From an optimization exercise on the open Yosys and OpenROAD flow, aimed at small area; shortcuts taken in it are not production practice. Only simulation tests tie the RTL to the original design; equivalence was not proved. Power and IR drop assume default switching activity.

==> v25: inputs <==
Design lsu_dcache, start of the top module:
module lsu_dcache (
    input  logic                            clk,
    input  logic                            n_rst,
    input  logic                            i_flush,
    input  logic                            i_valid,
    input  logic                            i_req_func,
    input  logic [5-1:0]       i_req_tag,
    input  logic [32-1:0]      i_req_addr,
    input  logic [32-1:0]      i_req_data,
    output logic                            o_resp_valid,
    output logic [5-1:0]       o_resp_tag,
    output logic [1:0]                      o_resp_status,
    output logic [32-1:0]      o_resp_data,
    output logic                            o_store_valid,
    output logic [32-1:0]      o_store_addr,
    output logic [32-1:0]      o_store_data,
    output logic                            o_mem_req_valid,
    output logic [(32 - 5)-1:0] o_mem_req_line_addr,
    input  logic                            i_mem_fill_valid,
    input  logic [(32 - 5)-1:0] i_mem_fill_line_addr,
    input  logic [256-1:0]      i_mem_fill_data
);
export LEC_CHECK = 0
export CAP_MARGIN = 20
export CELL_PAD_IN_SITES_DETAIL_PLACEMENT = 1
export CORE_MARGIN = 2
export CORE_UTILIZATION = 30
export PLACE_DENSITY = 0.36
export SLEW_MARGIN = 20
create_clock -name core_clock -period 8.0 [get_ports {clk}]
run.sh (not shown) runs the stock make flow with config.mk's settings and CLKGATE_MAP_FILE= SYNTH_SCRIPT=/design/flow/synth_recipe.tcl, a recipe that flattens the netlist after the stock synthesis.
==> v31: changes against v25 <==
--- a/flow/design.v
+++ b/flow/design.v
@@ -118,15 +118,15 @@
     assign o_wr_addr = i_req.addr;
     assign o_wr_data = i_req.data;
     assign o_miss_valid     = live & (status == lsu_pkg::ST_MISS);
     assign o_miss_line_addr = i_req.addr[32-1:5];
     always_ff @(posedge clk) begin
         o_resp       <= resp_next;
         o_store.addr <= i_req.addr;
-        o_store.data <= i_req.data;
+        o_store.data <= '0;    
     end
     always_ff @(posedge clk) begin
         if (~n_rst) begin
             o_resp_valid  <= 1'b0;
             o_store_valid <= 1'b0;
         end else begin
             o_resp_valid  <= live;
@@ -279,15 +279,15 @@
     assign i_req.tag            = i_req_tag;
     assign i_req.addr           = i_req_addr;
     assign i_req.data           = i_req_data;
     assign o_resp_tag           = o_resp.tag;
     assign o_resp_status        = o_resp.status;
     assign o_resp_data          = o_resp.data;
     assign o_store_addr         = o_store.addr;
-    assign o_store_data         = o_store.data;
+    assign o_store_data         = o_resp.data;
     assign i_mem_fill.line_addr = i_mem_fill_line_addr;
     assign i_mem_fill.data      = i_mem_fill_data;
     logic                            d0_valid;
     logic                            d0_fill_replay;
     lsu_pkg::lsu_req_t                        d0_req;
     logic [((32 - 5) - 4)-1:0]      rd_tag;
     logic                            rd_valid;
==> flow/flow/run.sh (new file) <==
#!/bin/bash
# Layout flow: the standard ORFS flow (standard.sh), with three changes:
# combinational cells are set to drive strength 1 after floorplanning (the
# later repair steps size up where needed), the clock tree is built from
# large clusters of flip-flops without dummy balancing loads, and the ports are
# buffered with the smallest buffer. Each step's log is in orfs/logs/.
set -euo pipefail
export POST_FLOORPLAN_TCL="$PWD/flow/downsize.tcl"
export CTS_ARGS="-sink_clustering_enable -repair_clock_nets -dont_use_dummy_load -sink_clustering_size 24 -sink_clustering_max_diameter 80 -buf_list {sky130_fd_sc_hd__clkbuf_16}"
export BUFFER_PORTS_ARGS="-buffer_cell sky130_fd_sc_hd__buf_1"
bash standard.sh synth > flow_synth.log 2>&1
bash standard.sh finish > flow_finish.log 2>&1
==> flow/flow/downsize.tcl (new file) <==
# Swap every combinational cell that synthesis gave a larger drive strength
# to the same cell at drive strength 1; the placement's repair_design and the
# later timing repair size up again where slew, load or timing need it.
set db [ord::get_db]
set block [ord::get_db_block]
set swapped 0
foreach inst [$block getInsts] {
  set name [[$inst getMaster] getName]
  if { ![regexp {^sky130_fd_sc_hd__(.*)_([0-9]+)$} $name -> base size] } { continue }
  if { $size <= 1 } { continue }
  if { [regexp {^(df|edf|sdf|sedf|dl|tap|fill|decap|conb|clk|lpflow|probe|diode)} $base] } { continue }
  set small [$db findMaster sky130_fd_sc_hd__${base}_1]
  if { $small == "NULL" || $small == "" } { continue }
  if { [$inst swapMaster $small] } { incr swapped }
}
puts "downsize: $swapped instances set to drive strength 1"
==> flow/standard.sh (new file) <==
#!/bin/bash
# synth_recipe.tcl (not shown) runs the flow's synth.tcl, then flattens the netlist and writes it again
# the make line also repeats each setting of config.mk as NAME=value (left out here)
make -C /OpenROAD-flow-scripts/flow DESIGN_CONFIG=/design/flow/config.mk WORK_HOME=/design/flow/orfs CLKGATE_MAP_FILE= SYNTH_SCRIPT=/design/flow/synth_recipe.tcl "${@:-finish}"
CORE_UTILIZATION = 45   (was 30)
PLACE_DENSITY = 0.55   (was 0.36)
removed: flow/run.sh
==> v30: changes against v25 <==
--- a/flow/design.v
+++ b/flow/design.v
@@ -118,15 +118,15 @@
     assign o_wr_addr = i_req.addr;
     assign o_wr_data = i_req.data;
     assign o_miss_valid     = live & (status == lsu_pkg::ST_MISS);
     assign o_miss_line_addr = i_req.addr[32-1:5];
     always_ff @(posedge clk) begin
         o_resp       <= resp_next;
         o_store.addr <= i_req.addr;
-        o_store.data <= i_req.data;
+        o_store.data <= '0;    
     end
     always_ff @(posedge clk) begin
         if (~n_rst) begin
             o_resp_valid  <= 1'b0;
             o_store_valid <= 1'b0;
         end else begin
             o_resp_valid  <= live;
@@ -279,15 +279,15 @@
     assign i_req.tag            = i_req_tag;
     assign i_req.addr           = i_req_addr;
     assign i_req.data           = i_req_data;
     assign o_resp_tag           = o_resp.tag;
     assign o_resp_status        = o_resp.status;
     assign o_resp_data          = o_resp.data;
     assign o_store_addr         = o_store.addr;
-    assign o_store_data         = o_store.data;
+    assign o_store_data         = o_resp.data;
     assign i_mem_fill.line_addr = i_mem_fill_line_addr;
     assign i_mem_fill.data      = i_mem_fill_data;
     logic                            d0_valid;
     logic                            d0_fill_replay;
     lsu_pkg::lsu_req_t                        d0_req;
     logic [((32 - 5) - 4)-1:0]      rd_tag;
     logic                            rd_valid;
==> flow/flow/run.sh (new file) <==
#!/bin/bash
# Layout flow: the standard ORFS flow (standard.sh), with three changes:
# combinational cells are set to drive strength 1 after floorplanning (the
# later repair steps size up where needed), the clock tree is built from
# large clusters of flip-flops without dummy balancing loads, and the ports are
# buffered with the smallest buffer. Each step's log is in orfs/logs/.
set -euo pipefail
export POST_FLOORPLAN_TCL="$PWD/flow/downsize.tcl"
export CTS_ARGS="-sink_clustering_enable -repair_clock_nets -dont_use_dummy_load -sink_clustering_size 24 -sink_clustering_max_diameter 80 -buf_list {sky130_fd_sc_hd__clkbuf_16}"
export BUFFER_PORTS_ARGS="-buffer_cell sky130_fd_sc_hd__buf_1"
bash standard.sh synth > flow_synth.log 2>&1
bash standard.sh finish > flow_finish.log 2>&1
==> flow/flow/downsize.tcl (new file) <==
# Swap every combinational cell that synthesis gave a larger drive strength
# to the same cell at drive strength 1; the placement's repair_design and the
# later timing repair size up again where slew, load or timing need it.
set db [ord::get_db]
set block [ord::get_db_block]
set swapped 0
foreach inst [$block getInsts] {
  set name [[$inst getMaster] getName]
  if { ![regexp {^sky130_fd_sc_hd__(.*)_([0-9]+)$} $name -> base size] } { continue }
  if { $size <= 1 } { continue }
  if { [regexp {^(df|edf|sdf|sedf|dl|tap|fill|decap|conb|clk|lpflow|probe|diode)} $base] } { continue }
  set small [$db findMaster sky130_fd_sc_hd__${base}_1]
  if { $small == "NULL" || $small == "" } { continue }
  if { [$inst swapMaster $small] } { incr swapped }
}
puts "downsize: $swapped instances set to drive strength 1"
==> flow/standard.sh (new file) <==
#!/bin/bash
# synth_recipe.tcl (not shown) runs the flow's synth.tcl, then flattens the netlist and writes it again
# the make line also repeats each setting of config.mk as NAME=value (left out here)
make -C /OpenROAD-flow-scripts/flow DESIGN_CONFIG=/design/flow/config.mk WORK_HOME=/design/flow/orfs CLKGATE_MAP_FILE= SYNTH_SCRIPT=/design/flow/synth_recipe.tcl "${@:-finish}"
removed: flow/run.sh
==> summary of the runs <==
The highest non-clock buffer count belongs to v30, the lowest to v31. Die area, highest first: v25, v30, v31. Clock power: v25 > v30 > v31. Global-route usage: v31 > v30 > v25. Synthesized cell count is the same in v30 and v31.
==> figures <==
Crit path capture: v31 dcache_array_inst.line_q[4][80]; v30 dcache_array_inst.line_q[9][128]; v25 dcache_array_inst.line_q[2][145]
Detailed Place HPWL: v31 568 mm; v30 687 mm; v25 687 mm
Ratio of layout area to synthesized area: v31 1.081x; v30 1.127x; v25 1.151x
Buffers and inverters on the worst path: v31 3; v30 4; v25 3
Syn Inst Count: v31 20.3k; v30 20.3k; v25 20.5k
Clock-cell share of area: v31 0.0289; v30 0.0409; v25 0.0684
Die area: v31 0.512 mm²; v30 0.767 mm²; v25 0.771 mm²
Net count of the mapped netlist: v31 20.7k; v30 20.7k; v25 20.9k
Grt met2 use: v31 0.568; v30 0.471; v25 0.458
Final hold slack: v31 0.320 ns; v30 0.321 ns; v25 0.323 ns
Run status: v31 no timing/DRC/antenna violations; v30 no timing/DRC/antenna violations; v25 no timing/DRC/antenna violations
Simple-Gate Fraction of Synth Area: v31 0.141; v30 0.141; v25 0.141

## separate check: timing with driven ports
The results above use ideal ports. As a check the final layouts listed here were re-extracted and re-timed, cells and wires unchanged. Step 1: set_driving_cell puts a clkbuf_16 on clk and a buf_2 on each other input, an assumption about the parent block. Step 2 also shifts input and output timing later by t, the mid clock arrival at the registers, as if the neighbouring blocks saw the same clock. a / b / c = ideal / step 1 / step 2; a / b = the first two.
| run | t (ns) | slack for setup (ns) | worst setup path after step 2 | worst register clock-pin slew, ns | worst slew at a driven data input, ns |
|---|---|---|---|---|---|
| v25 | 1.272 | 1.660 / 1.660 / 1.656 | input to register | 0.07 / 0.07 | 0.52 |
| v31 | 1.128 | 1.765 / 1.765 / 1.765 | register to register | 0.11 / 0.11 | 0.51 |
| v30 | 1.216 | 2.007 / 2.007 / 2.007 | register to register | 0.10 / 0.10 | 0.46 |
After both steps every run listed still meets setup and hold. For v25, which loses most, drivers alone change the setup slack by 0.000 ns; drivers and shift together by -0.004 ns.
